From an optimization exercise on the open Yosys and OpenROAD flow, aimed at small area, a short achievable clock period and few clock cycles per item; shortcuts taken in it are not production practice.
Only simulation tests tie the RTL to the original design; equivalence was not proved.
Power is estimated from default activity; no workload was simulated.

## flow/design.v (module list and top-level ports; edited modules follow where they fit)
// module alu_pipe: 1271 lines
module alu_pipe (
    input  logic        clk,
    input  logic        reset,
    input  logic        valid_i,
    output logic        ready_o,
    input  logic [3:0]  op_i,
    input  logic [31:0] a_i,
    input  logic [31:0] b_i,
    output logic        valid_o,
    input  logic        ready_i,
    output logic [31:0] result_o,
    output logic        zero_o
);
  // ...
==> flow/run.sh <==
#!/bin/bash
# synth_recipe.tcl (not shown) runs the flow's synth.tcl, then flattens the netlist and writes it again
# the make line also repeats each setting of config.mk as NAME=value (left out here)
make -C /OpenROAD-flow-scripts/flow DESIGN_CONFIG=/design/flow/config.mk WORK_HOME=/design/flow/orfs CLKGATE_MAP_FILE= SYNTH_SCRIPT=/design/flow/synth_recipe.tcl finish
==> flow/config.mk <==
export PLATFORM = sky130hd
export DESIGN_NAME = alu_pipe
export DESIGN_NICKNAME = alu_pipe
export VERILOG_FILES = /design/flow/design.v
export SDC_FILE = /design/flow/constraint.sdc
export NUM_CORES = 4
export LEC_CHECK = 0
export ABC_AREA = 1
export CAP_MARGIN = 20
export CORE_MARGIN = 2
export CORE_UTILIZATION = 40
export SETUP_SLACK_MARGIN = 3.0
export SLEW_MARGIN = 20
export TNS_END_PERCENT = 0
==> flow/constraint.sdc <==
create_clock -name core_clock -period 6.5 [get_ports {clk}]
set_input_delay 1.3000 -clock core_clock [delete_from_list [all_inputs] [get_ports {clk}]]
set_output_delay 1.3000 -clock core_clock [all_outputs]
set_load 0.01 [all_outputs]
==> flow_metrics.tcl, run 1 <==
set metrics [dict create \
    clockBufferCount 42 \
    ys_top_cells_by_count "inv_1 (521), nand2_1 (404), nand3_1 (279), edfxtp_1 (272), xor2_1 (268)" \
    hold_class "reg -> reg" \
    ys_seq_area_share_pct 30.33 \
    holdPathStages 0 \
    grt_pass1_wl_um 146400 \
    taps 873 \
    multi_input_area_um2 16570 \
    fin_hold_ws_ns 0.4211 \
    crit_fanout 4 \
    wl_met1_um 38740 \
    switchingPower_uw 5109 \
    final.fill_count 6445 \
    clk-power_uw 2200 \
    initial_core_util_pct 40.40 \
    status "timing/DRC/antenna clean" \
    via_per_inst 5.690 \
    fin_crit_ns 3.674 \
    final_common_cell "inv_1" \
    largestClassByArea "multi-input combinational cells" \
    max-cap-violations 0 \
    sequentialPower_uw 2560 \
    top_regs "ax_s (32), result_o (32), y_s (32)" \
    synth_area_leaders "edfxtp_1 (30%), fa_1 (15%), xor2_1 (8.7%)" \
    postRouteAntennaNets 0 \
    drt_iter0_drc 2628 \
    utilization_pct 48.01 \
    num_rows 95 \
    synthMuxAreaShare_pct 0 \
    worst_pin_slew_ns 1.023 \
    syn_inst 3234 \
    sequentialPowerShare_pct 22.0 \
    r2r_end "q0_28" \
    clock_path_buffers 3 \
    core_area_um2 67160 \
    setup_tns_ns 0 \
    ys_types 48 \
    crit_buf_inv 4 \
    grt_max_degree 124 \
    clk_latency_ns 0.59 \
    place_ws_ns 1.879 \
    cp.arrival_ns 3.97 \
    grtUsageMet3_pct 4.598 \
    ir_drop_v 0.0002500 \
]
Testbench counts, summed over its fixed seeds: cycles 9,624, items 9,600.
==> run 2: changes to the inputs <==
--- a/flow/design.v
+++ b/flow/design.v
@@ -360,348 +360,204 @@
     assign pp14_2 = ((bo_s[14] & ax_s[2]) | (bt_s[14] & ax_s[1])) ^ bn_s[14];
     assign pp14_3 = ((bo_s[14] & ax_s[3]) | (bt_s[14] & ax_s[2])) ^ bn_s[14];
     assign pp15_0 = ((bo_s[15] & ax_s[0]) | (bt_s[15] & 1'b0)) ^ bn_s[15];
     assign pp15_1 = ((bo_s[15] & ax_s[1]) | (bt_s[15] & ax_s[0])) ^ bn_s[15];
     assign ts1 = bn_s[3] ^ pp0_6;
     assign tc2 = bn_s[3] & pp0_6;
     assign ts3 = pp0_7 ^ pp1_5;
     assign tc4 = pp0_7 & pp1_5;
-    assign ts5 = bn_s[4] ^ pp0_8 ^ pp1_6;
-    assign tc6 = (bn_s[4] & pp0_8) | (bn_s[4] & pp1_6) | (pp0_8 & pp1_6);
+    assign {tc6, ts5} = 2'(bn_s[4]) + 2'(pp0_8) + 2'(pp1_6);
     assign ts7 = pp2_4 ^ pp3_2;
     assign tc8 = pp2_4 & pp3_2;
-    assign ts9 = pp0_9 ^ pp1_7 ^ pp2_5;
-    assign tc10 = (pp0_9 & pp1_7) | (pp0_9 & pp2_5) | (pp1_7 & pp2_5);
+    assign {tc10, ts9} = 2'(pp0_9) + 2'(pp1_7) + 2'(pp2_5);
     assign ts11 = pp3_3 ^ pp4_1;
     assign tc12 = pp3_3 & pp4_1;
-    assign ts13 = bn_s[5] ^ pp0_10 ^ pp1_8;
-    assign tc14 = (bn_s[5] & pp0_10) | (bn_s[5] & pp1_8) | (pp0_10 & pp1_8);
-    assign ts15 = pp2_6 ^ pp3_4 ^ pp4_2;
-    assign tc16 = (pp2_6 & pp3_4) | (pp2_6 & pp4_2) | (pp3_4 & pp4_2);
+    assign {tc14, ts13} = 2'(bn_s[5]) + 2'(pp0_10) + 2'(pp1_8);
+    assign {tc16, ts15} = 2'(pp2_6) + 2'(pp3_4) + 2'(pp4_2);
     assign ts17 = pp5_0 ^ tc12;
     assign tc18 = pp5_0 & tc12;
-    assign ts19 = pp0_11 ^ pp1_9 ^ pp2_7;
-    assign tc20 = (pp0_11 & pp1_9) | (pp0_11 & pp2_7) | (pp1_9 & pp2_7);
-    assign ts21 = pp3_5 ^ pp4_3 ^ pp5_1;
-    assign tc22 = (pp3_5 & pp4_3) | (pp3_5 & pp5_1) | (pp4_3 & pp5_1);
+    assign {tc20, ts19} = 2'(pp0_11) + 2'(pp1_9) + 2'(pp2_7);
+    assign {tc22, ts21} = 2'(pp3_5) + 2'(pp4_3) + 2'(pp5_1);
     assign ts23 = tc14 ^ tc16;
     assign tc24 = tc14 & tc16;
-    assign ts25 = bn_s[6] ^ pp0_12 ^ pp1_10;
-    assign tc26 = (bn_s[6] & pp0_12) | (bn_s[6] & pp1_10) | (pp0_12 & pp1_10);
-    assign ts27 = pp2_8 ^ pp3_6 ^ pp4_4;
-    assign tc28 = (pp2_8 & pp3_6) | (pp2_8 & pp4_4) | (pp3_6 & pp4_4);
-    assign ts29 = pp5_2 ^ pp6_0 ^ tc20;
-    assign tc30 = (pp5_2 & pp6_0) | (pp5_2 & tc20) | (pp6_0 & tc20);
+    assign {tc26, ts25} = 2'(bn_s[6]) + 2'(pp0_12) + 2'(pp1_10);
+    assign {tc28, ts27} = 2'(pp2_8) + 2'(pp3_6) + 2'(pp4_4);
+    assign {tc30, ts29} = 2'(pp5_2) + 2'(pp6_0) + 2'(tc20);
     assign ts31 = tc22 ^ ts25;
     assign tc32 = tc22 & ts25;
-    assign ts33 = pp0_13 ^ pp1_11 ^ pp2_9;
-    assign tc34 = (pp0_13 & pp1_11) | (pp0_13 & pp2_9) | (pp1_11 & pp2_9);
-    assign ts35 = pp3_7 ^ pp4_5 ^ pp5_3;
-    assign tc36 = (pp3_7 & pp4_5) | (pp3_7 & pp5_3) | (pp4_5 & pp5_3);
-    assign ts37 = pp6_1 ^ tc26 ^ tc28;
-    assign tc38 = (pp6_1 & tc26) | (pp6_1 & tc28) | (tc26 & tc28);
+    assign {tc34, ts33} = 2'(pp0_13) + 2'(pp1_11) + 2'(pp2_9);
+    assign {tc36, ts35} = 2'(pp3_7) + 2'(pp4_5) + 2'(pp5_3);
+    assign {tc38, ts37} = 2'(pp6_1) + 2'(tc26) + 2'(tc28);
     assign ts39 = ts33 ^ ts35;
     assign tc40 = ts33 & ts35;
-    assign ts41 = bn_s[7] ^ pp0_14 ^ pp1_12;
-    assign tc42 = (bn_s[7] & pp0_14) | (bn_s[7] & pp1_12) | (pp0_14 & pp1_12);
-    assign ts43 = pp2_10 ^ pp3_8 ^ pp4_6;
-    assign tc44 = (pp2_10 & pp3_8) | (pp2_10 & pp4_6) | (pp3_8 & pp4_6);
-    assign ts45 = pp5_4 ^ pp6_2 ^ pp7_0;
-    assign tc46 = (pp5_4 & pp6_2) | (pp5_4 & pp7_0) | (pp6_2 & pp7_0);
-    assign ts47 = tc34 ^ tc36 ^ ts41;
-    assign tc48 = (tc34 & tc36) | (tc34 & ts41) | (tc36 & ts41);
+    assign {tc42, ts41} = 2'(bn_s[7]) + 2'(pp0_14) + 2'(pp1_12);
+    assign {tc44, ts43} = 2'(pp2_10) + 2'(pp3_8) + 2'(pp4_6);
+    assign {tc46, ts45} = 2'(pp5_4) + 2'(pp6_2) + 2'(pp7_0);
+    assign {tc48, ts47} = 2'(tc34) + 2'(tc36) + 2'(ts41);
     assign ts49 = ts43 ^ ts45;
     assign tc50 = ts43 & ts45;
-    assign ts51 = pp0_15 ^ pp1_13 ^ pp2_11;
-    assign tc52 = (pp0_15 & pp1_13) | (pp0_15 & pp2_11) | (pp1_13 & pp2_11);
-    assign ts53 = pp3_9 ^ pp4_7 ^ pp5_5;
-    assign tc54 = (pp3_9 & pp4_7) | (pp3_9 & pp5_5) | (pp4_7 & pp5_5);
-    assign ts55 = pp6_3 ^ pp7_1 ^ tc42;
-    assign tc56 = (pp6_3 & pp7_1) | (pp6_3 & tc42) | (pp7_1 & tc42);
-    assign ts57 = tc44 ^ tc46 ^ ts51;
-    assign tc58 = (tc44 & tc46) | (tc44 & ts51) | (tc46 & ts51);
+    assign {tc52, ts51} = 2'(pp0_15) + 2'(pp1_13) + 2'(pp2_11);
+    assign {tc54, ts53} = 2'(pp3_9) + 2'(pp4_7) + 2'(pp5_5);
+    assign {tc56, ts55} = 2'(pp6_3) + 2'(pp7_1) + 2'(tc42);
+    assign {tc58, ts57} = 2'(tc44) + 2'(tc46) + 2'(ts51);
     assign ts59 = ts53 ^ tc50;
     assign tc60 = ts53 & tc50;
-    assign ts61 = bn_s[8] ^ pp0_16 ^ pp1_14;
-    assign tc62 = (bn_s[8] & pp0_16) | (bn_s[8] & pp1_14) | (pp0_16 & pp1_14);
-    assign ts63 = pp2_12 ^ pp3_10 ^ pp4_8;
-    assign tc64 = (pp2_12 & pp3_10) | (pp2_12 & pp4_8) | (pp3_10 & pp4_8);
-    assign ts65 = pp5_6 ^ pp6_4 ^ pp7_2;
-    assign tc66 = (pp5_6 & pp6_4) | (pp5_6 & pp7_2) | (pp6_4 & pp7_2);
-    assign ts67 = pp8_0 ^ tc52 ^ tc54;
-    assign tc68 = (pp8_0 & tc52) | (pp8_0 & tc54) | (tc52 & tc54);
-    assign ts69 = ts61 ^ ts63 ^ ts65;
-    assign tc70 = (ts61 & ts63) | (ts61 & ts65) | (ts63 & ts65);
+    assign {tc62, ts61} = 2'(bn_s[8]) + 2'(pp0_16) + 2'(pp1_14);
+    assign {tc64, ts63} = 2'(pp2_12) + 2'(pp3_10) + 2'(pp4_8);
+    assign {tc66, ts65} = 2'(pp5_6) + 2'(pp6_4) + 2'(pp7_2);
+    assign {tc68, ts67} = 2'(pp8_0) + 2'(tc52) + 2'(tc54);
+    assign {tc70, ts69} = 2'(ts61) + 2'(ts63) + 2'(ts65);
     assign ts71 = tc56 ^ tc58;
     assign tc72 = tc56 & tc58;
-    assign ts73 = pp0_17 ^ pp1_15 ^ pp2_13;
-    assign tc74 = (pp0_17 & pp1_15) | (pp0_17 & pp2_13) | (pp1_15 & pp2_13);
-    assign ts75 = pp3_11 ^ pp4_9 ^ pp5_7;
-    assign tc76 = (pp3_11 & pp4_9) | (pp3_11 & pp5_7) | (pp4_9 & pp5_7);
-    assign ts77 = pp6_5 ^ pp7_3 ^ pp8_1;
-    assign tc78 = (pp6_5 & pp7_3) | (pp6_5 & pp8_1) | (pp7_3 & pp8_1);
-    assign ts79 = tc62 ^ tc64 ^ tc66;
-    assign tc80 = (tc62 & tc64) | (tc62 & tc66) | (tc64 & tc66);
-    assign ts81 = ts73 ^ ts75 ^ ts77;
-    assign tc82 = (ts73 & ts75) | (ts73 & ts77) | (ts75 & ts77);
+    assign {tc74, ts73} = 2'(pp0_17) + 2'(pp1_15) + 2'(pp2_13);
+    assign {tc76, ts75} = 2'(pp3_11) + 2'(pp4_9) + 2'(pp5_7);
+    assign {tc78, ts77} = 2'(pp6_5) + 2'(pp7_3) + 2'(pp8_1);
+    assign {tc80, ts79} = 2'(tc62) + 2'(tc64) + 2'(tc66);
+    assign {tc82, ts81} = 2'(ts73) + 2'(ts75) + 2'(ts77);
     assign ts83 = tc68 ^ tc70;
     assign tc84 = tc68 & tc70;
-    assign ts85 = bn_s[9] ^ pp0_18 ^ pp1_16;
-    assign tc86 = (bn_s[9] & pp0_18) | (bn_s[9] & pp1_16) | (pp0_18 & pp1_16);
-    assign ts87 = pp2_14 ^ pp3_12 ^ pp4_10;
-    assign tc88 = (pp2_14 & pp3_12) | (pp2_14 & pp4_10) | (pp3_12 & pp4_10);
-    assign ts89 = pp5_8 ^ pp6_6 ^ pp7_4;
-    assign tc90 = (pp5_8 & pp6_6) | (pp5_8 & pp7_4) | (pp6_6 & pp7_4);
-    assign ts91 = pp8_2 ^ pp9_0 ^ tc74;
-    assign tc92 = (pp8_2 & pp9_0) | (pp8_2 & tc74) | (pp9_0 & tc74);
-    assign ts93 = tc76 ^ tc78 ^ ts85;
-    assign tc94 = (tc76 & tc78) | (tc76 & ts85) | (tc78 & ts85);
-    assign ts95 = ts87 ^ ts89 ^ tc80;
-    assign tc96 = (ts87 & ts89) | (ts87 & tc80) | (ts89 & tc80);
+    assign {tc86, ts85} = 2'(bn_s[9]) + 2'(pp0_18) + 2'(pp1_16);
+    assign {tc88, ts87} = 2'(pp2_14) + 2'(pp3_12) + 2'(pp4_10);
+    assign {tc90, ts89} = 2'(pp5_8) + 2'(pp6_6) + 2'(pp7_4);
+    assign {tc92, ts91} = 2'(pp8_2) + 2'(pp9_0) + 2'(tc74);
+    assign {tc94, ts93} = 2'(tc76) + 2'(tc78) + 2'(ts85);
+    assign {tc96, ts95} = 2'(ts87) + 2'(ts89) + 2'(tc80);
     assign ts97 = tc82 ^ ts91;
     assign tc98 = tc82 & ts91;
-    assign ts99 = pp0_19 ^ pp1_17 ^ pp2_15;
-    assign tc100 = (pp0_19 & pp1_17) | (pp0_19 & pp2_15) | (pp1_17 & pp2_15);
-    assign ts101 = pp3_13 ^ pp4_11 ^ pp5_9;
-    assign tc102 = (pp3_13 & pp4_11) | (pp3_13 & pp5_9) | (pp4_11 & pp5_9);
-    assign ts103 = pp6_7 ^ pp7_5 ^ pp8_3;
-    assign tc104 = (pp6_7 & pp7_5) | (pp6_7 & pp8_3) | (pp7_5 & pp8_3);
-    assign ts105 = pp9_1 ^ tc86 ^ tc88;
-    assign tc106 = (pp9_1 & tc86) | (pp9_1 & tc88) | (tc86 & tc88);
-    assign ts107 = tc90 ^ ts99 ^ ts101;
-    assign tc108 = (tc90 & ts99) | (tc90 & ts101) | (ts99 & ts101);
-    assign ts109 = ts103 ^ tc92 ^ tc94;
-    assign tc110 = (ts103 & tc92) | (ts103 & tc94) | (tc92 & tc94);
+    assign {tc100, ts99} = 2'(pp0_19) + 2'(pp1_17) + 2'(pp2_15);
+    assign {tc102, ts101} = 2'(pp3_13) + 2'(pp4_11) + 2'(pp5_9);
+    assign {tc104, ts103} = 2'(pp6_7) + 2'(pp7_5) + 2'(pp8_3);
+    assign {tc106, ts105} = 2'(pp9_1) + 2'(tc86) + 2'(tc88);
+    assign {tc108, ts107} = 2'(tc90) + 2'(ts99) + 2'(ts101);
+    assign {tc110, ts109} = 2'(ts103) + 2'(tc92) + 2'(tc94);
     assign ts111 = ts105 ^ ts107;
     assign tc112 = ts105 & ts107;
-    assign ts113 = bn_s[10] ^ pp0_20 ^ pp1_18;
-    assign tc114 = (bn_s[10] & pp0_20) | (bn_s[10] & pp1_18) | (pp0_20 & pp1_18);
-    assign ts115 = pp2_16 ^ pp3_14 ^ pp4_12;
-    assign tc116 = (pp2_16 & pp3_14) | (pp2_16 & pp4_12) | (pp3_14 & pp4_12);
-    assign ts117 = pp5_10 ^ pp6_8 ^ pp7_6;
-    assign tc118 = (pp5_10 & pp6_8) | (pp5_10 & pp7_6) | (pp6_8 & pp7_6);
-    assign ts119 = pp8_4 ^ pp9_2 ^ pp10_0;
-    assign tc120 = (pp8_4 & pp9_2) | (pp8_4 & pp10_0) | (pp9_2 & pp10_0);
-    assign ts121 = tc100 ^ tc102 ^ tc104;
-    assign tc122 = (tc100 & tc102) | (tc100 & tc104) | (tc102 & tc104);
-    assign ts123 = ts113 ^ ts115 ^ ts117;
-    assign tc124 = (ts113 & ts115) | (ts113 & ts117) | (ts115 & ts117);
-    assign ts125 = ts119 ^ tc106 ^ tc108;
-    assign tc126 = (ts119 & tc106) | (ts119 & tc108) | (tc106 & tc108);
+    assign {tc114, ts113} = 2'(bn_s[10]) + 2'(pp0_20) + 2'(pp1_18);
+    assign {tc116, ts115} = 2'(pp2_16) + 2'(pp3_14) + 2'(pp4_12);
+    assign {tc118, ts117} = 2'(pp5_10) + 2'(pp6_8) + 2'(pp7_6);
+    assign {tc120, ts119} = 2'(pp8_4) + 2'(pp9_2) + 2'(pp10_0);
+    assign {tc122, ts121} = 2'(tc100) + 2'(tc102) + 2'(tc104);
+    assign {tc124, ts123} = 2'(ts113) + 2'(ts115) + 2'(ts117);
+    assign {tc126, ts125} = 2'(ts119) + 2'(tc106) + 2'(tc108);
     assign ts127 = ts121 ^ ts123;
     assign tc128 = ts121 & ts123;
-    assign ts129 = pp0_21 ^ pp1_19 ^ pp2_17;
-    assign tc130 = (pp0_21 & pp1_19) | (pp0_21 & pp2_17) | (pp1_19 & pp2_17);
-    assign ts131 = pp3_15 ^ pp4_13 ^ pp5_11;
-    assign tc132 = (pp3_15 & pp4_13) | (pp3_15 & pp5_11) | (pp4_13 & pp5_11);
-    assign ts133 = pp6_9 ^ pp7_7 ^ pp8_5;
-    assign tc134 = (pp6_9 & pp7_7) | (pp6_9 & pp8_5) | (pp7_7 & pp8_5);
-    assign ts135 = pp9_3 ^ pp10_1 ^ tc114;
-    assign tc136 = (pp9_3 & pp10_1) | (pp9_3 & tc114) | (pp10_1 & tc114);
-    assign ts137 = tc116 ^ tc118 ^ tc120;
-    assign tc138 = (tc116 & tc118) | (tc116 & tc120) | (tc118 & tc120);
-    assign ts139 = ts129 ^ ts131 ^ ts133;
-    assign tc140 = (ts129 & ts131) | (ts129 & ts133) | (ts131 & ts133);
-    assign ts141 = tc122 ^ tc124 ^ ts135;
-    assign tc142 = (tc122 & tc124) | (tc122 & ts135) | (tc124 & ts135);
+    assign {tc130, ts129} = 2'(pp0_21) + 2'(pp1_19) + 2'(pp2_17);
+    assign {tc132, ts131} = 2'(pp3_15) + 2'(pp4_13) + 2'(pp5_11);
+    assign {tc134, ts133} = 2'(pp6_9) + 2'(pp7_7) + 2'(pp8_5);
+    assign {tc136, ts135} = 2'(pp9_3) + 2'(pp10_1) + 2'(tc114);
+    assign {tc138, ts137} = 2'(tc116) + 2'(tc118) + 2'(tc120);
+    assign {tc140, ts139} = 2'(ts129) + 2'(ts131) + 2'(ts133);
+    assign {tc142, ts141} = 2'(tc122) + 2'(tc124) + 2'(ts135);
     assign ts143 = ts137 ^ ts139;
     assign tc144 = ts137 & ts139;
-    assign ts145 = bn_s[11] ^ pp0_22 ^ pp1_20;
-    assign tc146 = (bn_s[11] & pp0_22) | (bn_s[11] & pp1_20) | (pp0_22 & pp1_20);
-    assign ts147 = pp2_18 ^ pp3_16 ^ pp4_14;
-    assign tc148 = (pp2_18 & pp3_16) | (pp2_18 & pp4_14) | (pp3_16 & pp4_14);
-    assign ts149 = pp5_12 ^ pp6_10 ^ pp7_8;
-    assign tc150 = (pp5_12 & pp6_10) | (pp5_12 & pp7_8) | (pp6_10 & pp7_8);
-    assign ts151 = pp8_6 ^ pp9_4 ^ pp10_2;
-    assign tc152 = (pp8_6 & pp9_4) | (pp8_6 & pp10_2) | (pp9_4 & pp10_2);
-    assign ts153 = pp11_0 ^ tc130 ^ tc132;
-    assign tc154 = (pp11_0 & tc130) | (pp11_0 & tc132) | (tc130 & tc132);
-    assign ts155 = tc134 ^ ts145 ^ ts147;
-    assign tc156 = (tc134 & ts145) | (tc134 & ts147) | (ts145 & ts147);
-    assign ts157 = ts149 ^ ts151 ^ tc136;
-    assign tc158 = (ts149 & ts151) | (ts149 & tc136) | (ts151 & tc136);
-    assign ts159 = tc138 ^ tc140 ^ ts153;
-    assign tc160 = (tc138 & tc140) | (tc138 & ts153) | (tc140 & ts153);
+    assign {tc146, ts145} = 2'(bn_s[11]) + 2'(pp0_22) + 2'(pp1_20);
+    assign {tc148, ts147} = 2'(pp2_18) + 2'(pp3_16) + 2'(pp4_14);
+    assign {tc150, ts149} = 2'(pp5_12) + 2'(pp6_10) + 2'(pp7_8);
+    assign {tc152, ts151} = 2'(pp8_6) + 2'(pp9_4) + 2'(pp10_2);
+    assign {tc154, ts153} = 2'(pp11_0) + 2'(tc130) + 2'(tc132);
+    assign {tc156, ts155} = 2'(tc134) + 2'(ts145) + 2'(ts147);
+    assign {tc158, ts157} = 2'(ts149) + 2'(ts151) + 2'(tc136);
+    assign {tc160, ts159} = 2'(tc138) + 2'(tc140) + 2'(ts153);
     assign ts161 = ts155 ^ tc144;
     assign tc162 = ts155 & tc144;
-    assign ts163 = pp0_23 ^ pp1_21 ^ pp2_19;
-    assign tc164 = (pp0_23 & pp1_21) | (pp0_23 & pp2_19) | (pp1_21 & pp2_19);
-    assign ts165 = pp3_17 ^ pp4_15 ^ pp5_13;
-    assign tc166 = (pp3_17 & pp4_15) | (pp3_17 & pp5_13) | (pp4_15 & pp5_13);
-    assign ts167 = pp6_11 ^ pp7_9 ^ pp8_7;
-    assign tc168 = (pp6_11 & pp7_9) | (pp6_11 & pp8_7) | (pp7_9 & pp8_7);
-    assign ts169 = pp9_5 ^ pp10_3 ^ pp11_1;
-    assign tc170 = (pp9_5 & pp10_3) | (pp9_5 & pp11_1) | (pp10_3 & pp11_1);
-    assign ts171 = tc146 ^ tc148 ^ tc150;
-    assign tc172 = (tc146 & tc148) | (tc146 & tc150) | (tc148 & tc150);
-    assign ts173 = tc152 ^ ts163 ^ ts165;
-    assign tc174 = (tc152 & ts163) | (tc152 & ts165) | (ts163 & ts165);
-    assign ts175 = ts167 ^ ts169 ^ tc154;
-    assign tc176 = (ts167 & ts169) | (ts167 & tc154) | (ts169 & tc154);
-    assign ts177 = tc156 ^ ts171 ^ ts173;
-    assign tc178 = (tc156 & ts171) | (tc156 & ts173) | (ts171 & ts173);
+    assign {tc164, ts163} = 2'(pp0_23) + 2'(pp1_21) + 2'(pp2_19);
+    assign {tc166, ts165} = 2'(pp3_17) + 2'(pp4_15) + 2'(pp5_13);
+    assign {tc168, ts167} = 2'(pp6_11) + 2'(pp7_9) + 2'(pp8_7);
+    assign {tc170, ts169} = 2'(pp9_5) + 2'(pp10_3) + 2'(pp11_1);
+    assign {tc172, ts171} = 2'(tc146) + 2'(tc148) + 2'(tc150);
+    assign {tc174, ts173} = 2'(tc152) + 2'(ts163) + 2'(ts165);
+    assign {tc176, ts175} = 2'(ts167) + 2'(ts169) + 2'(tc154);
+    assign {tc178, ts177} = 2'(tc156) + 2'(ts171) + 2'(ts173);
     assign ts179 = tc158 ^ tc160;
     assign tc180 = tc158 & tc160;
-    assign ts181 = bn_s[12] ^ pp0_24 ^ pp1_22;
-    assign tc182 = (bn_s[12] & pp0_24) | (bn_s[12] & pp1_22) | (pp0_24 & pp1_22);
-    assign ts183 = pp2_20 ^ pp3_18 ^ pp4_16;
-    assign tc184 = (pp2_20 & pp3_18) | (pp2_20 & pp4_16) | (pp3_18 & pp4_16);
-    assign ts185 = pp5_14 ^ pp6_12 ^ pp7_10;
-    assign tc186 = (pp5_14 & pp6_12) | (pp5_14 & pp7_10) | (pp6_12 & pp7_10);
-    assign ts187 = pp8_8 ^ pp9_6 ^ pp10_4;
-    assign tc188 = (pp8_8 & pp9_6) | (pp8_8 & pp10_4) | (pp9_6 & pp10_4);
-    assign ts189 = pp11_2 ^ pp12_0 ^ tc164;
-    assign tc190 = (pp11_2 & pp12_0) | (pp11_2 & tc164) | (pp12_0 & tc164);
-    assign ts191 = tc166 ^ tc168 ^ tc170;
-    assign tc192 = (tc166 & tc168) | (tc166 & tc170) | (tc168 & tc170);
-    assign ts193 = ts181 ^ ts183 ^ ts185;
-    assign tc194 = (ts181 & ts183) | (ts181 & ts185) | (ts183 & ts185);
-    assign ts195 = ts187 ^ tc172 ^ tc174;
-    assign tc196 = (ts187 & tc172) | (ts187 & tc174) | (tc172 & tc174);
-    assign ts197 = ts189 ^ ts191 ^ ts193;
-    assign tc198 = (ts189 & ts191) | (ts189 & ts193) | (ts191 & ts193);
+    assign {tc182, ts181} = 2'(bn_s[12]) + 2'(pp0_24) + 2'(pp1_22);
+    assign {tc184, ts183} = 2'(pp2_20) + 2'(pp3_18) + 2'(pp4_16);
+    assign {tc186, ts185} = 2'(pp5_14) + 2'(pp6_12) + 2'(pp7_10);
+    assign {tc188, ts187} = 2'(pp8_8) + 2'(pp9_6) + 2'(pp10_4);
+    assign {tc190, ts189} = 2'(pp11_2) + 2'(pp12_0) + 2'(tc164);
+    assign {tc192, ts191} = 2'(tc166) + 2'(tc168) + 2'(tc170);
+    assign {tc194, ts193} = 2'(ts181) + 2'(ts183) + 2'(ts185);
+    assign {tc196, ts195} = 2'(ts187) + 2'(tc172) + 2'(tc174);
+    assign {tc198, ts197} = 2'(ts189) + 2'(ts191) + 2'(ts193);
     assign ts199 = tc176 ^ tc178;
     assign tc200 = tc176 & tc178;
-    assign ts201 = pp0_25 ^ pp1_23 ^ pp2_21;
-    assign tc202 = (pp0_25 & pp1_23) | (pp0_25 & pp2_21) | (pp1_23 & pp2_21);
-    assign ts203 = pp3_19 ^ pp4_17 ^ pp5_15;
-    assign tc204 = (pp3_19 & pp4_17) | (pp3_19 & pp5_15) | (pp4_17 & pp5_15);
-    assign ts205 = pp6_13 ^ pp7_11 ^ pp8_9;
-    assign tc206 = (pp6_13 & pp7_11) | (pp6_13 & pp8_9) | (pp7_11 & pp8_9);
-    assign ts207 = pp9_7 ^ pp10_5 ^ pp11_3;
-    assign tc208 = (pp9_7 & pp10_5) | (pp9_7 & pp11_3) | (pp10_5 & pp11_3);
-    assign ts209 = pp12_1 ^ tc182 ^ tc184;
-    assign tc210 = (pp12_1 & tc182) | (pp12_1 & tc184) | (tc182 & tc184);
-    assign ts211 = tc186 ^ tc188 ^ ts201;
-    assign tc212 = (tc186 & tc188) | (tc186 & ts201) | (tc188 & ts201);
-    assign ts213 = ts203 ^ ts205 ^ ts207;
-    assign tc214 = (ts203 & ts205) | (ts203 & ts207) | (ts205 & ts207);
-    assign ts215 = tc190 ^ tc192 ^ tc194;
-    assign tc216 = (tc190 & tc192) | (tc190 & tc194) | (tc192 & tc194);
-    assign ts217 = ts209 ^ ts211 ^ ts213;
-    assign tc218 = (ts209 & ts211) | (ts209 & ts213) | (ts211 & ts213);
+    assign {tc202, ts201} = 2'(pp0_25) + 2'(pp1_23) + 2'(pp2_21);
+    assign {tc204, ts203} = 2'(pp3_19) + 2'(pp4_17) + 2'(pp5_15);
+    assign {tc206, ts205} = 2'(pp6_13) + 2'(pp7_11) + 2'(pp8_9);
+    assign {tc208, ts207} = 2'(pp9_7) + 2'(pp10_5) + 2'(pp11_3);
+    assign {tc210, ts209} = 2'(pp12_1) + 2'(tc182) + 2'(tc184);
+    assign {tc212, ts211} = 2'(tc186) + 2'(tc188) + 2'(ts201);
+    assign {tc214, ts213} = 2'(ts203) + 2'(ts205) + 2'(ts207);
+    assign {tc216, ts215} = 2'(tc190) + 2'(tc192) + 2'(tc194);
+    assign {tc218, ts217} = 2'(ts209) + 2'(ts211) + 2'(ts213);
     assign ts219 = tc196 ^ tc198;
     assign tc220 = tc196 & tc198;
-    assign ts221 = bn_s[13] ^ pp0_26 ^ pp1_24;
-    assign tc222 = (bn_s[13] & pp0_26) | (bn_s[13] & pp1_24) | (pp0_26 & pp1_24);
-    assign ts223 = pp2_22 ^ pp3_20 ^ pp4_18;
-    assign tc224 = (pp2_22 & pp3_20) | (pp2_22 & pp4_18) | (pp3_20 & pp4_18);
-    assign ts225 = pp5_16 ^ pp6_14 ^ pp7_12;
-    assign tc226 = (pp5_16 & pp6_14) | (pp5_16 & pp7_12) | (pp6_14 & pp7_12);
-    assign ts227 = pp8_10 ^ pp9_8 ^ pp10_6;
-    assign tc228 = (pp8_10 & pp9_8) | (pp8_10 & pp10_6) | (pp9_8 & pp10_6);
-    assign ts229 = pp11_4 ^ pp12_2 ^ pp13_0;
-    assign tc230 = (pp11_4 & pp12_2) | (pp11_4 & pp13_0) | (pp12_2 & pp13_0);
-    assign ts231 = tc202 ^ tc204 ^ tc206;
-    assign tc232 = (tc202 & tc204) | (tc202 & tc206) | (tc204 & tc206);
-    assign ts233 = tc208 ^ ts221 ^ ts223;
-    assign tc234 = (tc208 & ts221) | (tc208 & ts223) | (ts221 & ts223);
-    assign ts235 = ts225 ^ ts227 ^ ts229;
-    assign tc236 = (ts225 & ts227) | (ts225 & ts229) | (ts227 & ts229);
-    assign ts237 = tc210 ^ tc212 ^ tc214;
-    assign tc238 = (tc210 & tc212) | (tc210 & tc214) | (tc212 & tc214);
-    assign ts239 = ts231 ^ ts233 ^ ts235;
-    assign tc240 = (ts231 & ts233) | (ts231 & ts235) | (ts233 & ts235);
+    assign {tc222, ts221} = 2'(bn_s[13]) + 2'(pp0_26) + 2'(pp1_24);
+    assign {tc224, ts223} = 2'(pp2_22) + 2'(pp3_20) + 2'(pp4_18);
+    assign {tc226, ts225} = 2'(pp5_16) + 2'(pp6_14) + 2'(pp7_12);
+    assign {tc228, ts227} = 2'(pp8_10) + 2'(pp9_8) + 2'(pp10_6);
+    assign {tc230, ts229} = 2'(pp11_4) + 2'(pp12_2) + 2'(pp13_0);
+    assign {tc232, ts231} = 2'(tc202) + 2'(tc204) + 2'(tc206);
+    assign {tc234, ts233} = 2'(tc208) + 2'(ts221) + 2'(ts223);
+    assign {tc236, ts235} = 2'(ts225) + 2'(ts227) + 2'(ts229);
+    assign {tc238, ts237} = 2'(tc210) + 2'(tc212) + 2'(tc214);
+    assign {tc240, ts239} = 2'(ts231) + 2'(ts233) + 2'(ts235);
     assign ts241 = tc216 ^ tc218;
     assign tc242 = tc216 & tc218;
-    assign ts243 = pp0_27 ^ pp1_25 ^ pp2_23;
-    assign tc244 = (pp0_27 & pp1_25) | (pp0_27 & pp2_23) | (pp1_25 & pp2_23);
-    assign ts245 = pp3_21 ^ pp4_19 ^ pp5_17;
-    assign tc246 = (pp3_21 & pp4_19) | (pp3_21 & pp5_17) | (pp4_19 & pp5_17);
-    assign ts247 = pp6_15 ^ pp7_13 ^ pp8_11;
-    assign tc248 = (pp6_15 & pp7_13) | (pp6_15 & pp8_11) | (pp7_13 & pp8_11);
-    assign ts249 = pp9_9 ^ pp10_7 ^ pp11_5;
-    assign tc250 = (pp9_9 & pp10_7) | (pp9_9 & pp11_5) | (pp10_7 & pp11_5);
-    assign ts251 = pp12_3 ^ pp13_1 ^ tc222;
-    assign tc252 = (pp12_3 & pp13_1) | (pp12_3 & tc222) | (pp13_1 & tc222);
-    assign ts253 = tc224 ^ tc226 ^ tc228;
-    assign tc254 = (tc224 & tc226) | (tc224 & tc228) | (tc226 & tc228);
-    assign ts255 = tc230 ^ ts243 ^ ts245;
-    assign tc256 = (tc230 & ts243) | (tc230 & ts245) | (ts243 & ts245);
-    assign ts257 = ts247 ^ ts249 ^ tc232;
-    assign tc258 = (ts247 & ts249) | (ts247 & tc232) | (ts249 & tc232);
-    assign ts259 = tc234 ^ tc236 ^ ts251;
-    assign tc260 = (tc234 & tc236) | (tc234 & ts251) | (tc236 & ts251);
-    assign ts261 = ts253 ^ ts255 ^ tc238;
-    assign tc262 = (ts253 & ts255) | (ts253 & tc238) | (ts255 & tc238);
+    assign {tc244, ts243} = 2'(pp0_27) + 2'(pp1_25) + 2'(pp2_23);
+    assign {tc246, ts245} = 2'(pp3_21) + 2'(pp4_19) + 2'(pp5_17);
+    assign {tc248, ts247} = 2'(pp6_15) + 2'(pp7_13) + 2'(pp8_11);
+    assign {tc250, ts249} = 2'(pp9_9) + 2'(pp10_7) + 2'(pp11_5);
+    assign {tc252, ts251} = 2'(pp12_3) + 2'(pp13_1) + 2'(tc222);
+    assign {tc254, ts253} = 2'(tc224) + 2'(tc226) + 2'(tc228);
+    assign {tc256, ts255} = 2'(tc230) + 2'(ts243) + 2'(ts245);
+    assign {tc258, ts257} = 2'(ts247) + 2'(ts249) + 2'(tc232);
+    assign {tc260, ts259} = 2'(tc234) + 2'(tc236) + 2'(ts251);
+    assign {tc262, ts261} = 2'(ts253) + 2'(ts255) + 2'(tc238);
     assign ts263 = ts257 ^ tc240;
     assign tc264 = ts257 & tc240;
-    assign ts265 = bn_s[14] ^ pp0_28 ^ pp1_26;
-    assign tc266 = (bn_s[14] & pp0_28) | (bn_s[14] & pp1_26) | (pp0_28 & pp1_26);
-    assign ts267 = pp2_24 ^ pp3_22 ^ pp4_20;
-    assign tc268 = (pp2_24 & pp3_22) | (pp2_24 & pp4_20) | (pp3_22 & pp4_20);
-    assign ts269 = pp5_18 ^ pp6_16 ^ pp7_14;
-    assign tc270 = (pp5_18 & pp6_16) | (pp5_18 & pp7_14) | (pp6_16 & pp7_14);
-    assign ts271 = pp8_12 ^ pp9_10 ^ pp10_8;
-    assign tc272 = (pp8_12 & pp9_10) | (pp8_12 & pp10_8) | (pp9_10 & pp10_8);
-    assign ts273 = pp11_6 ^ pp12_4 ^ pp13_2;
-    assign tc274 = (pp11_6 & pp12_4) | (pp11_6 & pp13_2) | (pp12_4 & pp13_2);
-    assign ts275 = pp14_0 ^ tc244 ^ tc246;
-    assign tc276 = (pp14_0 & tc244) | (pp14_0 & tc246) | (tc244 & tc246);
-    assign ts277 = tc248 ^ tc250 ^ ts265;
-    assign tc278 = (tc248 & tc250) | (tc248 & ts265) | (tc250 & ts265);
-    assign ts279 = ts267 ^ ts269 ^ ts271;
-    assign tc280 = (ts267 & ts269) | (ts267 & ts271) | (ts269 & ts271);
-    assign ts281 = ts273 ^ tc252 ^ tc254;
-    assign tc282 = (ts273 & tc252) | (ts273 & tc254) | (tc252 & tc254);
-    assign ts283 = tc256 ^ ts275 ^ ts277;
-    assign tc284 = (tc256 & ts275) | (tc256 & ts277) | (ts275 & ts277);
-    assign ts285 = ts279 ^ tc258 ^ tc260;
-    assign tc286 = (ts279 & tc258) | (ts279 & tc260) | (tc258 & tc260);
+    assign {tc266, ts265} = 2'(bn_s[14]) + 2'(pp0_28) + 2'(pp1_26);
+    assign {tc268, ts267} = 2'(pp2_24) + 2'(pp3_22) + 2'(pp4_20);
+    assign {tc270, ts269} = 2'(pp5_18) + 2'(pp6_16) + 2'(pp7_14);
+    assign {tc272, ts271} = 2'(pp8_12) + 2'(pp9_10) + 2'(pp10_8);
+    assign {tc274, ts273} = 2'(pp11_6) + 2'(pp12_4) + 2'(pp13_2);
+    assign {tc276, ts275} = 2'(pp14_0) + 2'(tc244) + 2'(tc246);
+    assign {tc278, ts277} = 2'(tc248) + 2'(tc250) + 2'(ts265);
+    assign {tc280, ts279} = 2'(ts267) + 2'(ts269) + 2'(ts271);
+    assign {tc282, ts281} = 2'(ts273) + 2'(tc252) + 2'(tc254);
+    assign {tc284, ts283} = 2'(tc256) + 2'(ts275) + 2'(ts277);
+    assign {tc286, ts285} = 2'(ts279) + 2'(tc258) + 2'(tc260);
     assign ts287 = ts281 ^ ts283;
     assign tc288 = ts281 & ts283;
-    assign ts289 = pp0_29 ^ pp1_27 ^ pp2_25;
-    assign tc290 = (pp0_29 & pp1_27) | (pp0_29 & pp2_25) | (pp1_27 & pp2_25);
-    assign ts291 = pp3_23 ^ pp4_21 ^ pp5_19;
-    assign tc292 = (pp3_23 & pp4_21) | (pp3_23 & pp5_19) | (pp4_21 & pp5_19);
-    assign ts293 = pp6_17 ^ pp7_15 ^ pp8_13;
-    assign tc294 = (pp6_17 & pp7_15) | (pp6_17 & pp8_13) | (pp7_15 & pp8_13);
-    assign ts295 = pp9_11 ^ pp10_9 ^ pp11_7;
-    assign tc296 = (pp9_11 & pp10_9) | (pp9_11 & pp11_7) | (pp10_9 & pp11_7);
-    assign ts297 = pp12_5 ^ pp13_3 ^ pp14_1;
-    assign tc298 = (pp12_5 & pp13_3) | (pp12_5 & pp14_1) | (pp13_3 & pp14_1);
-    assign ts299 = tc266 ^ tc268 ^ tc270;
-    assign tc300 = (tc266 & tc268) | (tc266 & tc270) | (tc268 & tc270);
-    assign ts301 = tc272 ^ tc274 ^ ts289;
-    assign tc302 = (tc272 & tc274) | (tc272 & ts289) | (tc274 & ts289);
-    assign ts303 = ts291 ^ ts293 ^ ts295;
-    assign tc304 = (ts291 & ts293) | (ts291 & ts295) | (ts293 & ts295);
-    assign ts305 = ts297 ^ tc276 ^ tc278;
-    assign tc306 = (ts297 & tc276) | (ts297 & tc278) | (tc276 & tc278);
-    assign ts307 = tc280 ^ ts299 ^ ts301;
-    assign tc308 = (tc280 & ts299) | (tc280 & ts301) | (ts299 & ts301);
-    assign ts309 = ts303 ^ tc282 ^ tc284;
-    assign tc310 = (ts303 & tc282) | (ts303 & tc284) | (tc282 & tc284);
+    assign {tc290, ts289} = 2'(pp0_29) + 2'(pp1_27) + 2'(pp2_25);
+    assign {tc292, ts291} = 2'(pp3_23) + 2'(pp4_21) + 2'(pp5_19);
+    assign {tc294, ts293} = 2'(pp6_17) + 2'(pp7_15) + 2'(pp8_13);
+    assign {tc296, ts295} = 2'(pp9_11) + 2'(pp10_9) + 2'(pp11_7);
+    assign {tc298, ts297} = 2'(pp12_5) + 2'(pp13_3) + 2'(pp14_1);
+    assign {tc300, ts299} = 2'(tc266) + 2'(tc268) + 2'(tc270);
+    assign {tc302, ts301} = 2'(tc272) + 2'(tc274) + 2'(ts289);
+    assign {tc304, ts303} = 2'(ts291) + 2'(ts293) + 2'(ts295);
+    assign {tc306, ts305} = 2'(ts297) + 2'(tc276) + 2'(tc278);
+    assign {tc308, ts307} = 2'(tc280) + 2'(ts299) + 2'(ts301);
+    assign {tc310, ts309} = 2'(ts303) + 2'(tc282) + 2'(tc284);
     assign ts311 = ts305 ^ ts307;
     assign tc312 = ts305 & ts307;
-    assign ts313 = bn_s[15] ^ pp0_30 ^ pp1_28;
-    assign tc314 = (bn_s[15] & pp0_30) | (bn_s[15] & pp1_28) | (pp0_30 & pp1_28);
-    assign ts315 = pp2_26 ^ pp3_24 ^ pp4_22;
-    assign tc316 = (pp2_26 & pp3_24) | (pp2_26 & pp4_22) | (pp3_24 & pp4_22);
-    assign ts317 = pp5_20 ^ pp6_18 ^ pp7_16;
-    assign tc318 = (pp5_20 & pp6_18) | (pp5_20 & pp7_16) | (pp6_18 & pp7_16);
-    assign ts319 = pp8_14 ^ pp9_12 ^ pp10_10;
-    assign tc320 = (pp8_14 & pp9_12) | (pp8_14 & pp10_10) | (pp9_12 & pp10_10);
-    assign ts321 = pp11_8 ^ pp12_6 ^ pp13_4;
-    assign tc322 = (pp11_8 & pp12_6) | (pp11_8 & pp13_4) | (pp12_6 & pp13_4);
-    assign ts323 = pp14_2 ^ pp15_0 ^ tc290;
-    assign tc324 = (pp14_2 & pp15_0) | (pp14_2 & tc290) | (pp15_0 & tc290);
-    assign ts325 = tc292 ^ tc294 ^ tc296;
-    assign tc326 = (tc292 & tc294) | (tc292 & tc296) | (tc294 & tc296);
-    assign ts327 = tc298 ^ ts313 ^ ts315;
-    assign tc328 = (tc298 & ts313) | (tc298 & ts315) | (ts313 & ts315);
-    assign ts329 = ts317 ^ ts319 ^ ts321;
-    assign tc330 = (ts317 & ts319) | (ts317 & ts321) | (ts319 & ts321);
-    assign ts331 = tc300 ^ tc302 ^ tc304;
-    assign tc332 = (tc300 & tc302) | (tc300 & tc304) | (tc302 & tc304);
-    assign ts333 = ts323 ^ ts325 ^ ts327;
-    assign tc334 = (ts323 & ts325) | (ts323 & ts327) | (ts325 & ts327);
-    assign ts335 = ts329 ^ tc306 ^ tc308;
-    assign tc336 = (ts329 & tc306) | (ts329 & tc308) | (tc306 & tc308);
+    assign {tc314, ts313} = 2'(bn_s[15]) + 2'(pp0_30) + 2'(pp1_28);
+    assign {tc316, ts315} = 2'(pp2_26) + 2'(pp3_24) + 2'(pp4_22);
+    assign {tc318, ts317} = 2'(pp5_20) + 2'(pp6_18) + 2'(pp7_16);
+    assign {tc320, ts319} = 2'(pp8_14) + 2'(pp9_12) + 2'(pp10_10);
+    assign {tc322, ts321} = 2'(pp11_8) + 2'(pp12_6) + 2'(pp13_4);
+    assign {tc324, ts323} = 2'(pp14_2) + 2'(pp15_0) + 2'(tc290);
+    assign {tc326, ts325} = 2'(tc292) + 2'(tc294) + 2'(tc296);
+    assign {tc328, ts327} = 2'(tc298) + 2'(ts313) + 2'(ts315);
+    assign {tc330, ts329} = 2'(ts317) + 2'(ts319) + 2'(ts321);
+    assign {tc332, ts331} = 2'(tc300) + 2'(tc302) + 2'(tc304);
+    assign {tc334, ts333} = 2'(ts323) + 2'(ts325) + 2'(ts327);
+    assign {tc336, ts335} = 2'(ts329) + 2'(tc306) + 2'(tc308);
     assign ts337 = ts331 ^ ts333;
     assign tc338 = ts331 & ts333;
     assign ts339 = pp0_31 ^ pp1_29 ^ pp2_27;
     assign ts340 = pp3_25 ^ pp4_23 ^ pp5_21;
     assign ts341 = pp6_19 ^ pp7_17 ^ pp8_15;
     assign ts342 = pp9_13 ^ pp10_11 ^ pp11_9;
     assign ts343 = pp12_7 ^ pp13_5 ^ pp14_3;
     assign ts344 = pp15_1 ^ tc314 ^ tc316;
@@ -841,128 +697,75 @@
             q3_31 <= ts350;
         end
     end
     logic us352, uc353, us354, uc355, us356, uc357, us358, uc359, us360, uc361, us362, uc363, us364, uc365, us366, uc367, us368, uc369, us370, uc371, us372, uc373, us374, uc375, us376, uc377, us378, uc379, us380, uc381, us382, uc383, us384, uc385, us386, uc387, us388, uc389, us390, uc391, us392, uc393, us394, uc395, us396, uc397, us398, uc399, us400, uc401, us402, uc403, us404, uc405, us406, uc407, us408, uc409, us410, uc411, us412, uc413, us414, uc415, us416, uc417, us418, uc419, us420, uc421, us422, uc423, us424, uc425, us426, uc427, us428, uc429, us430, uc431, us432, uc433, us434, uc435, us436, uc437, us438, uc439, us440, uc441, us442, uc443, us444, uc445, us446, uc447, us448, uc449, us450, uc451, us452, uc453, us454, uc455, us456, uc457, us458, uc459, us460, uc461, us462, uc463, us464, uc465, us466, uc467, us468, us469;
     assign us352 = q0_0 ^ q1_0;
     assign uc353 = q0_0 & q1_0;
     assign us354 = q0_1 ^ q1_1;
     assign uc355 = q0_1 & q1_1;
-    assign us356 = q0_2 ^ q1_2 ^ q2_2;
-    assign uc357 = (q0_2 & q1_2) | (q0_2 & q2_2) | (q1_2 & q2_2);
+    assign {uc357, us356} = 2'(q0_2) + 2'(q1_2) + 2'(q2_2);
     assign us358 = q0_3 ^ q1_3;
     assign uc359 = q0_3 & q1_3;
-    assign us360 = q0_4 ^ q1_4 ^ q2_4;
-    assign uc361 = (q0_4 & q1_4) | (q0_4 & q2_4) | (q1_4 & q2_4);
+    assign {uc361, us360} = 2'(q0_4) + 2'(q1_4) + 2'(q2_4);
     assign us362 = q3_4 ^ uc359;
     assign uc363 = q3_4 & uc359;
-    assign us364 = q0_5 ^ q1_5 ^ q2_5;
-    assign uc365 = (q0_5 & q1_5) | (q0_5 & q2_5) | (q1_5 & q2_5);
+    assign {uc365, us364} = 2'(q0_5) + 2'(q1_5) + 2'(q2_5);
     assign us366 = uc361 ^ uc363;
     assign uc367 = uc361 & uc363;
-    assign us368 = q0_6 ^ q1_6 ^ q2_6;
-    assign uc369 = (q0_6 & q1_6) | (q0_6 & q2_6) | (q1_6 & q2_6);
-    assign us370 = q3_6 ^ uc365 ^ us368;
-    assign uc371 = (q3_6 & uc365) | (q3_6 & us368) | (uc365 & us368);
-    assign us372 = q0_7 ^ q1_7 ^ q2_7;
-    assign uc373 = (q0_7 & q1_7) | (q0_7 & q2_7) | (q1_7 & q2_7);
-    assign us374 = q3_7 ^ uc369 ^ us372;
-    assign uc375 = (q3_7 & uc369) | (q3_7 & us372) | (uc369 & us372);
-    assign us376 = q0_8 ^ q1_8 ^ q2_8;
-    assign uc377 = (q0_8 & q1_8) | (q0_8 & q2_8) | (q1_8 & q2_8);
-    assign us378 = q3_8 ^ uc373 ^ us376;
-    assign uc379 = (q3_8 & uc373) | (q3_8 & us376) | (uc373 & us376);
-    assign us380 = q0_9 ^ q1_9 ^ q2_9;
-    assign uc381 = (q0_9 & q1_9) | (q0_9 & q2_9) | (q1_9 & q2_9);
-    assign us382 = q3_9 ^ uc377 ^ us380;
-    assign uc383 = (q3_9 & uc377) | (q3_9 & us380) | (uc377 & us380);
-    assign us384 = q0_10 ^ q1_10 ^ q2_10;
-    assign uc385 = (q0_10 & q1_10) | (q0_10 & q2_10) | (q1_10 & q2_10);
-    assign us386 = q3_10 ^ uc381 ^ us384;
-    assign uc387 = (q3_10 & uc381) | (q3_10 & us384) | (uc381 & us384);
-    assign us388 = q0_11 ^ q1_11 ^ q2_11;
-    assign uc389 = (q0_11 & q1_11) | (q0_11 & q2_11) | (q1_11 & q2_11);
-    assign us390 = q3_11 ^ uc385 ^ us388;
-    assign uc391 = (q3_11 & uc385) | (q3_11 & us388) | (uc385 & us388);
-    assign us392 = q0_12 ^ q1_12 ^ q2_12;
-    assign uc393 = (q0_12 & q1_12) | (q0_12 & q2_12) | (q1_12 & q2_12);
-    assign us394 = q3_12 ^ uc389 ^ us392;
-    assign uc395 = (q3_12 & uc389) | (q3_12 & us392) | (uc389 & us392);
-    assign us396 = q0_13 ^ q1_13 ^ q2_13;
-    assign uc397 = (q0_13 & q1_13) | (q0_13 & q2_13) | (q1_13 & q2_13);
-    assign us398 = q3_13 ^ uc393 ^ us396;
-    assign uc399 = (q3_13 & uc393) | (q3_13 & us396) | (uc393 & us396);
-    assign us400 = q0_14 ^ q1_14 ^ q2_14;
-    assign uc401 = (q0_14 & q1_14) | (q0_14 & q2_14) | (q1_14 & q2_14);
-    assign us402 = q3_14 ^ uc397 ^ us400;
-    assign uc403 = (q3_14 & uc397) | (q3_14 & us400) | (uc397 & us400);
-    assign us404 = q0_15 ^ q1_15 ^ q2_15;
-    assign uc405 = (q0_15 & q1_15) | (q0_15 & q2_15) | (q1_15 & q2_15);
-    assign us406 = q3_15 ^ uc401 ^ us404;
-    assign uc407 = (q3_15 & uc401) | (q3_15 & us404) | (uc401 & us404);
-    assign us408 = q0_16 ^ q1_16 ^ q2_16;
-    assign uc409 = (q0_16 & q1_16) | (q0_16 & q2_16) | (q1_16 & q2_16);
-    assign us410 = q3_16 ^ uc405 ^ us408;
-    assign uc411 = (q3_16 & uc405) | (q3_16 & us408) | (uc405 & us408);
-    assign us412 = q0_17 ^ q1_17 ^ q2_17;
-    assign uc413 = (q0_17 & q1_17) | (q0_17 & q2_17) | (q1_17 & q2_17);
-    assign us414 = q3_17 ^ uc409 ^ us412;
-    assign uc415 = (q3_17 & uc409) | (q3_17 & us412) | (uc409 & us412);
-    assign us416 = q0_18 ^ q1_18 ^ q2_18;
-    assign uc417 = (q0_18 & q1_18) | (q0_18 & q2_18) | (q1_18 & q2_18);
-    assign us418 = q3_18 ^ uc413 ^ us416;
-    assign uc419 = (q3_18 & uc413) | (q3_18 & us416) | (uc413 & us416);
-    assign us420 = q0_19 ^ q1_19 ^ q2_19;
-    assign uc421 = (q0_19 & q1_19) | (q0_19 & q2_19) | (q1_19 & q2_19);
-    assign us422 = q3_19 ^ uc417 ^ us420;
-    assign uc423 = (q3_19 & uc417) | (q3_19 & us420) | (uc417 & us420);
-    assign us424 = q0_20 ^ q1_20 ^ q2_20;
-    assign uc425 = (q0_20 & q1_20) | (q0_20 & q2_20) | (q1_20 & q2_20);
-    assign us426 = q3_20 ^ uc421 ^ us424;
-    assign uc427 = (q3_20 & uc421) | (q3_20 & us424) | (uc421 & us424);
-    assign us428 = q0_21 ^ q1_21 ^ q2_21;
-    assign uc429 = (q0_21 & q1_21) | (q0_21 & q2_21) | (q1_21 & q2_21);
-    assign us430 = q3_21 ^ uc425 ^ us428;
-    assign uc431 = (q3_21 & uc425) | (q3_21 & us428) | (uc425 & us428);
-    assign us432 = q0_22 ^ q1_22 ^ q2_22;
-    assign uc433 = (q0_22 & q1_22) | (q0_22 & q2_22) | (q1_22 & q2_22);
-    assign us434 = q3_22 ^ uc429 ^ us432;
-    assign uc435 = (q3_22 & uc429) | (q3_22 & us432) | (uc429 & us432);
-    assign us436 = q0_23 ^ q1_23 ^ q2_23;
-    assign uc437 = (q0_23 & q1_23) | (q0_23 & q2_23) | (q1_23 & q2_23);
-    assign us438 = q3_23 ^ uc433 ^ us436;
-    assign uc439 = (q3_23 & uc433) | (q3_23 & us436) | (uc433 & us436);
-    assign us440 = q0_24 ^ q1_24 ^ q2_24;
-    assign uc441 = (q0_24 & q1_24) | (q0_24 & q2_24) | (q1_24 & q2_24);
-    assign us442 = q3_24 ^ uc437 ^ us440;
-    assign uc443 = (q3_24 & uc437) | (q3_24 & us440) | (uc437 & us440);
-    assign us444 = q0_25 ^ q1_25 ^ q2_25;
-    assign uc445 = (q0_25 & q1_25) | (q0_25 & q2_25) | (q1_25 & q2_25);
-    assign us446 = q3_25 ^ uc441 ^ us444;
-    assign uc447 = (q3_25 & uc441) | (q3_25 & us444) | (uc441 & us444);
-    assign us448 = q0_26 ^ q1_26 ^ q2_26;
-    assign uc449 = (q0_26 & q1_26) | (q0_26 & q2_26) | (q1_26 & q2_26);
-    assign us450 = q3_26 ^ uc445 ^ us448;
-    assign uc451 = (q3_26 & uc445) | (q3_26 & us448) | (uc445 & us448);
-    assign us452 = q0_27 ^ q1_27 ^ q2_27;
-    assign uc453 = (q0_27 & q1_27) | (q0_27 & q2_27) | (q1_27 & q2_27);
-    assign us454 = q3_27 ^ uc449 ^ us452;
-    assign uc455 = (q3_27 & uc449) | (q3_27 & us452) | (uc449 & us452);
-    assign us456 = q0_28 ^ q1_28 ^ q2_28;
-    assign uc457 = (q0_28 & q1_28) | (q0_28 & q2_28) | (q1_28 & q2_28);
-    assign us458 = q3_28 ^ uc453 ^ us456;
-    assign uc459 = (q3_28 & uc453) | (q3_28 & us456) | (uc453 & us456);
-    assign us460 = q0_29 ^ q1_29 ^ q2_29;
-    assign uc461 = (q0_29 & q1_29) | (q0_29 & q2_29) | (q1_29 & q2_29);
-    assign us462 = q3_29 ^ uc457 ^ us460;
-    assign uc463 = (q3_29 & uc457) | (q3_29 & us460) | (uc457 & us460);
-    assign us464 = q0_30 ^ q1_30 ^ q2_30;
-    assign uc465 = (q0_30 & q1_30) | (q0_30 & q2_30) | (q1_30 & q2_30);
-    assign us466 = q3_30 ^ uc461 ^ us464;
-    assign uc467 = (q3_30 & uc461) | (q3_30 & us464) | (uc461 & us464);
+    assign {uc369, us368} = 2'(q0_6) + 2'(q1_6) + 2'(q2_6);
+    assign {uc371, us370} = 2'(q3_6) + 2'(uc365) + 2'(us368);
+    assign {uc373, us372} = 2'(q0_7) + 2'(q1_7) + 2'(q2_7);
+    assign {uc375, us374} = 2'(q3_7) + 2'(uc369) + 2'(us372);
+    assign {uc377, us376} = 2'(q0_8) + 2'(q1_8) + 2'(q2_8);
+    assign {uc379, us378} = 2'(q3_8) + 2'(uc373) + 2'(us376);
+    assign {uc381, us380} = 2'(q0_9) + 2'(q1_9) + 2'(q2_9);
+    assign {uc383, us382} = 2'(q3_9) + 2'(uc377) + 2'(us380);
+    assign {uc385, us384} = 2'(q0_10) + 2'(q1_10) + 2'(q2_10);
+    assign {uc387, us386} = 2'(q3_10) + 2'(uc381) + 2'(us384);
+    assign {uc389, us388} = 2'(q0_11) + 2'(q1_11) + 2'(q2_11);
+    assign {uc391, us390} = 2'(q3_11) + 2'(uc385) + 2'(us388);
+    assign {uc393, us392} = 2'(q0_12) + 2'(q1_12) + 2'(q2_12);
+    assign {uc395, us394} = 2'(q3_12) + 2'(uc389) + 2'(us392);
+    assign {uc397, us396} = 2'(q0_13) + 2'(q1_13) + 2'(q2_13);
+    assign {uc399, us398} = 2'(q3_13) + 2'(uc393) + 2'(us396);
+    assign {uc401, us400} = 2'(q0_14) + 2'(q1_14) + 2'(q2_14);
+    assign {uc403, us402} = 2'(q3_14) + 2'(uc397) + 2'(us400);
+    assign {uc405, us404} = 2'(q0_15) + 2'(q1_15) + 2'(q2_15);
+    assign {uc407, us406} = 2'(q3_15) + 2'(uc401) + 2'(us404);
+    assign {uc409, us408} = 2'(q0_16) + 2'(q1_16) + 2'(q2_16);
+    assign {uc411, us410} = 2'(q3_16) + 2'(uc405) + 2'(us408);
+    assign {uc413, us412} = 2'(q0_17) + 2'(q1_17) + 2'(q2_17);
+    assign {uc415, us414} = 2'(q3_17) + 2'(uc409) + 2'(us412);
+    assign {uc417, us416} = 2'(q0_18) + 2'(q1_18) + 2'(q2_18);
+    assign {uc419, us418} = 2'(q3_18) + 2'(uc413) + 2'(us416);
+    assign {uc421, us420} = 2'(q0_19) + 2'(q1_19) + 2'(q2_19);
+    assign {uc423, us422} = 2'(q3_19) + 2'(uc417) + 2'(us420);
+    assign {uc425, us424} = 2'(q0_20) + 2'(q1_20) + 2'(q2_20);
+    assign {uc427, us426} = 2'(q3_20) + 2'(uc421) + 2'(us424);
+    assign {uc429, us428} = 2'(q0_21) + 2'(q1_21) + 2'(q2_21);
+    assign {uc431, us430} = 2'(q3_21) + 2'(uc425) + 2'(us428);
+    assign {uc433, us432} = 2'(q0_22) + 2'(q1_22) + 2'(q2_22);
+    assign {uc435, us434} = 2'(q3_22) + 2'(uc429) + 2'(us432);
+    assign {uc437, us436} = 2'(q0_23) + 2'(q1_23) + 2'(q2_23);
+    assign {uc439, us438} = 2'(q3_23) + 2'(uc433) + 2'(us436);
+    assign {uc441, us440} = 2'(q0_24) + 2'(q1_24) + 2'(q2_24);
+    assign {uc443, us442} = 2'(q3_24) + 2'(uc437) + 2'(us440);
+    assign {uc445, us444} = 2'(q0_25) + 2'(q1_25) + 2'(q2_25);
+    assign {uc447, us446} = 2'(q3_25) + 2'(uc441) + 2'(us444);
+    assign {uc449, us448} = 2'(q0_26) + 2'(q1_26) + 2'(q2_26);
+    assign {uc451, us450} = 2'(q3_26) + 2'(uc445) + 2'(us448);
+    assign {uc453, us452} = 2'(q0_27) + 2'(q1_27) + 2'(q2_27);
+    assign {uc455, us454} = 2'(q3_27) + 2'(uc449) + 2'(us452);
+    assign {uc457, us456} = 2'(q0_28) + 2'(q1_28) + 2'(q2_28);
+    assign {uc459, us458} = 2'(q3_28) + 2'(uc453) + 2'(us456);
+    assign {uc461, us460} = 2'(q0_29) + 2'(q1_29) + 2'(q2_29);
+    assign {uc463, us462} = 2'(q3_29) + 2'(uc457) + 2'(us460);
+    assign {uc465, us464} = 2'(q0_30) + 2'(q1_30) + 2'(q2_30);
+    assign {uc467, us466} = 2'(q3_30) + 2'(uc461) + 2'(us464);
     assign us468 = q0_31 ^ q1_31 ^ q2_31;
     assign us469 = q3_31 ^ uc465 ^ us468;
     logic [31:0] xs, ys, sum;
     assign xs = {uc467, uc463, uc459, uc455, uc451, uc447, uc443, uc439, uc435, uc431, uc427, uc423, uc419, uc415, uc411, uc407, uc403, uc399, uc395, uc391, uc387, uc383, uc379, uc375, uc371, uc367, us364, us360, us358, uc355, uc353, q2_0};
     assign ys = {us469, us466, us462, us458, us454, us450, us446, us442, us438, us434, us430, us426, us422, us418, us414, us410, us406, us402, us398, us394, us390, us386, us382, us378, us374, us370, us366, us362, uc357, us356, us354, us352};
     logic [31:0] p, g;
     assign p = xs ^ ys;
     assign g = xs & ys;
==> flow/config.mk (replaced) <==
export PLATFORM = sky130hd
export DESIGN_NAME = alu_pipe
export DESIGN_NICKNAME = alu_pipe
export VERILOG_FILES = /design/flow/design.v
export SDC_FILE = /design/flow/constraint.sdc
export NUM_CORES = 4
export LEC_CHECK = 0
export ABC_AREA = 1
export CAP_MARGIN = 20
export CORE_MARGIN = 2
export CORE_UTILIZATION = 40
export SETUP_SLACK_MARGIN = 3.5
export SLEW_MARGIN = 20
export TNS_END_PERCENT = 0
==> run 2 against run 1 <==
Effect of this change:
- still clean on timing, DRC and antenna
- worst hold slack improved by 0.021 ns
- non-clock buffer count fell by 36
- synthesized area decreased by 1.4%
- setup slack gained 0.11 ns
- global-route usage shrank 0.096 points
- power decreased by 5.1%
- sequential cell count unchanged
- sequential share of layout area increased by 1.1 points
- cell count is 3.7% lower
==> flow_metrics.tcl, run 2 <==
set metrics [dict create \
    dr.pass1.iters 6 \
    grt_pass1_vias 22880 \
    syn_nets 3495 \
    synth_area_leaders "edfxtp_1 (31%), fa_1 (15%), xor2_1 (8.9%)" \
    cp.arrival_ns 3.88 \
    worst_pin_slew_ns 0.9942 \
    skew_ns 0.01632 \
    hold_viol 0 \
    final_cell_mix "nand2_1 (431), inv_1 (362), xor2_1 (272), edfxtp_1 (272), nand3_1 (248)" \
    port-buffer-count 106 \
    die_h_um 262.6 \
    utilization_pct 46.76 \
    ys_types 49 \
    synth-async-reset-ratio_pct 0 \
    core_area_um2 65980 \
    switchingPower_uw 4921 \
    wl_per_cell_um 23.41 \
    h-tree-depth 2 \
    num_rows 94 \
    drive_above_1_share_pct 10.88 \
    syn_area_per_cell_um2 8.574 \
    comb_power_share_pct 58.5 \
    vias 23380 \
    final_cells 4098 \
    cts_buffers 37 \
    initial_core_util_pct 40.54 \
    fp.dieArea_um2 68960 \
    worstPathRequired_ns 6.82 \
    drc_errors 0 \
    ctsHoldBuffers 0 \
    grt_max_degree 66 \
    gp_congestion 0.9530 \
    postRouteAntennaNets 0 \
    grt.overflow.total 0 \
    hold_class "reg -> reg" \
    final_common_cell "nand2_1" \
    path_class "reg -> reg" \
    ir_drop_v 0.0002605 \
    setup_tns_ns 0 \
    yosys_most_used_dff "edfxtp_1" \
    dp.final_hpwl_um 69200 \
    grt_usage_pct 27.60 \
    p_leak_uw 0.01313 \
    internal_power_uw 6119 \
    synth_edf_count 272 \
    clock_sinks 275 \
    area_growth_pct 15.32 \
    slew_headroom_pct 33.72 \
    via_per_inst 5.706 \
    rsz0062_at_grt "true" \
    grt_pass1_wl_um 144300 \
    final_nets 3580 \
    ys_seq_area_share_pct 30.76 \
    ys_top_cells_by_count "nand2_1 (436), inv_1 (393), xor2_1 (273), edfxtp_1 (272), nand3_1 (248)" \
    cp-start-kind "flip-flop" \
    cts.clk_slew.worst_paths_ns 0.06 \
    ys_ff_latch 275 \
    drt_iter0_drc 2466 \
    crit_fanout 26 \
    drv_slew 0 \
    status "timing/DRC/antenna clean" \
    top_regs "ax_s (32), result_o (32), y_s (32)" \
    yosysTopAreaCell "edfxtp_1" \
    r2r-start "ax_s[7]" \
    power_switching_share_pct 44.57 \
    yosysWarnings 1 \
    diodes 0 \
    pwr-share-clk_pct 18.1 \
    clk_root_buffer_cell "clkbuf_16" \
    endpoint_kind "flip-flop" \
    io_pins 107 \
    sequentialPowerShare_pct 23.4 \
    syn_inst 3120 \
    fin_crit_ns 3.562 \
    clock_path_buffers 3 \
    clk_latency_ns 0.57 \
    setup-violations-final 0 \
    cts_tree "done" \
    fmax_mhz 280.7 \
    die_x_um 262.6 \
    synth.most_common_cell "nand2_1" \
    fin_hold_ws_ns 0.4425 \
    max-cap-violations 0 \
    syn_area_um2 26750 \
    synth_top_area_share_pct 30.53 \
    antenna_found_initial 2 \
    period_share_pct 54.81 \
    dp_cells 3944 \
    power_density_nw_per_um2 357.9 \
    crit_path_start "ax_s[7]" \
    routed_wl_um 95920 \
    min_from "slt_s" \
]
run 2: timing repair:
item,in CTS,in global routing
gates resized for setup,127,14
gates cloned,8,0
setup buffers,72,6
pin swaps,15,10
endpoints found under the setup margin,267,313
run 2: worst paths after layout:
check                to  slack, ns  cells after the start
setup / recovery  q3_31       2.94                     13
hold / removal    slt_q       0.44                      0
setup reg to reg  q3_31       2.94                     13
hold reg to reg   slt_q       0.44                      0
run 2: layout make-up:
class                   count  area [µm²]
repair inverters            6       40.04
clock inverters            24       176.4
flip-flops and latches    275        8228
repair buffers            238        2243
inverters                 431        1831
clock buffers              44       994.7
fillers                  6393       35130
multi-input cells        2216       16260
well taps                 864        1081
run 2: power by group through the flow:
stage	Clock, µW	Combinational (µW)	Sequential (µW)
after detailed placement	0	6260	2620
after CTS	2040	6460	2590
after global routing	2100	7270	2610
final	2000	6460	2590
after global placement	0	6180	2620
after floorplan	0	4460	2590
run 2: logic make-up (layout without fill, tap and decap cells):
family,after synthesis,after routing,synth area share (%)
adders and majority gates,303,303,19.84
buffers and inverters,630,743,9.200
AOI/OAI and AO/OA,670,671,14.58
xor gates and xnor gates,307,307,10.08
DFF,275,275,30.76
and+or+nand+nor,935,935,15.54
run 2: critical path: stages, from the launching register on:
cell	delay, ns
edfxtp_1	0.45
clkinv_1	0.11
buf_8	0.22
o22ai_1	0.13
xor2_1	0.18
fa_1	0.46
fa_1	0.55
fa_2	0.41
xnor2_2	0.16
xor2_1	0.20
xor2_1	0.24
nand2_1	0.07
inv_1	0.05
nor2_1	0.03
run 2: metal layers:
| metal | vias to the layer above | GRT usage (%) | part of all wire, % |
|---|---|---|---|
| li1 | 10630 | - | - |
| met1 | 11170 | 35.85 | 40 |
| met2 | 1287 | 44.13 | 46 |
| met3 | 291 | 4.666 | 8.8 |
| met4 | 0 | 14.82 | 5.8 |
| met5 | - | 0 | 0 |
run 2: per-stage QoR:
stage	cell area (µm²)	worst slack, ns	power [µW]
after floorplan	26770	2.735	7044
after global placement	28490	2.100	8796
after detailed placement	28490	2.104	8880
after CTS	30740	3.005	11090
after global routing	30850	2.802	11990
final	30850	2.938	11040
Testbench counts of run 2, summed over its fixed seeds: cycles 9,624, items 9,600.

-- what the ideal ports hide --
In the flow no input, the clock included, has a driving cell. The finished layouts below were timed again as built, in two steps.
Step 1 sets driving cells, clkbuf_16 on the clock port and buf_2 on the other inputs (assumed; they add their load-dependent delay and slew).
Step 2 adds t to the input delays and takes it off the output delays; t is the mean of the earliest and latest rising clock arrival at the registers after step 1. Input paths then give back, and output paths get back, about the clock's delay inside the block.
Three values: ideal, step 1, step 2; two values: the first two.
run | t, ns | slack for setup (ns) | worst hold slack (ns) | worst setup path after step 2 | clock arrival spread, ns
run 1 | 0.634 | 2.826 / 2.826 / 2.349 | 0.421 / 0.421 / 0.421 | input to register | 0.042 / 0.042
run 2 | 0.621 | 2.938 / 2.938 / 2.384 | 0.443 / 0.443 / 0.443 | input to register | 0.016 / 0.017
After both steps every run listed still meets setup and hold. The setup slack of run 2, which loses most, moves by 0.000 ns with the drivers and by -0.554 ns with both steps.
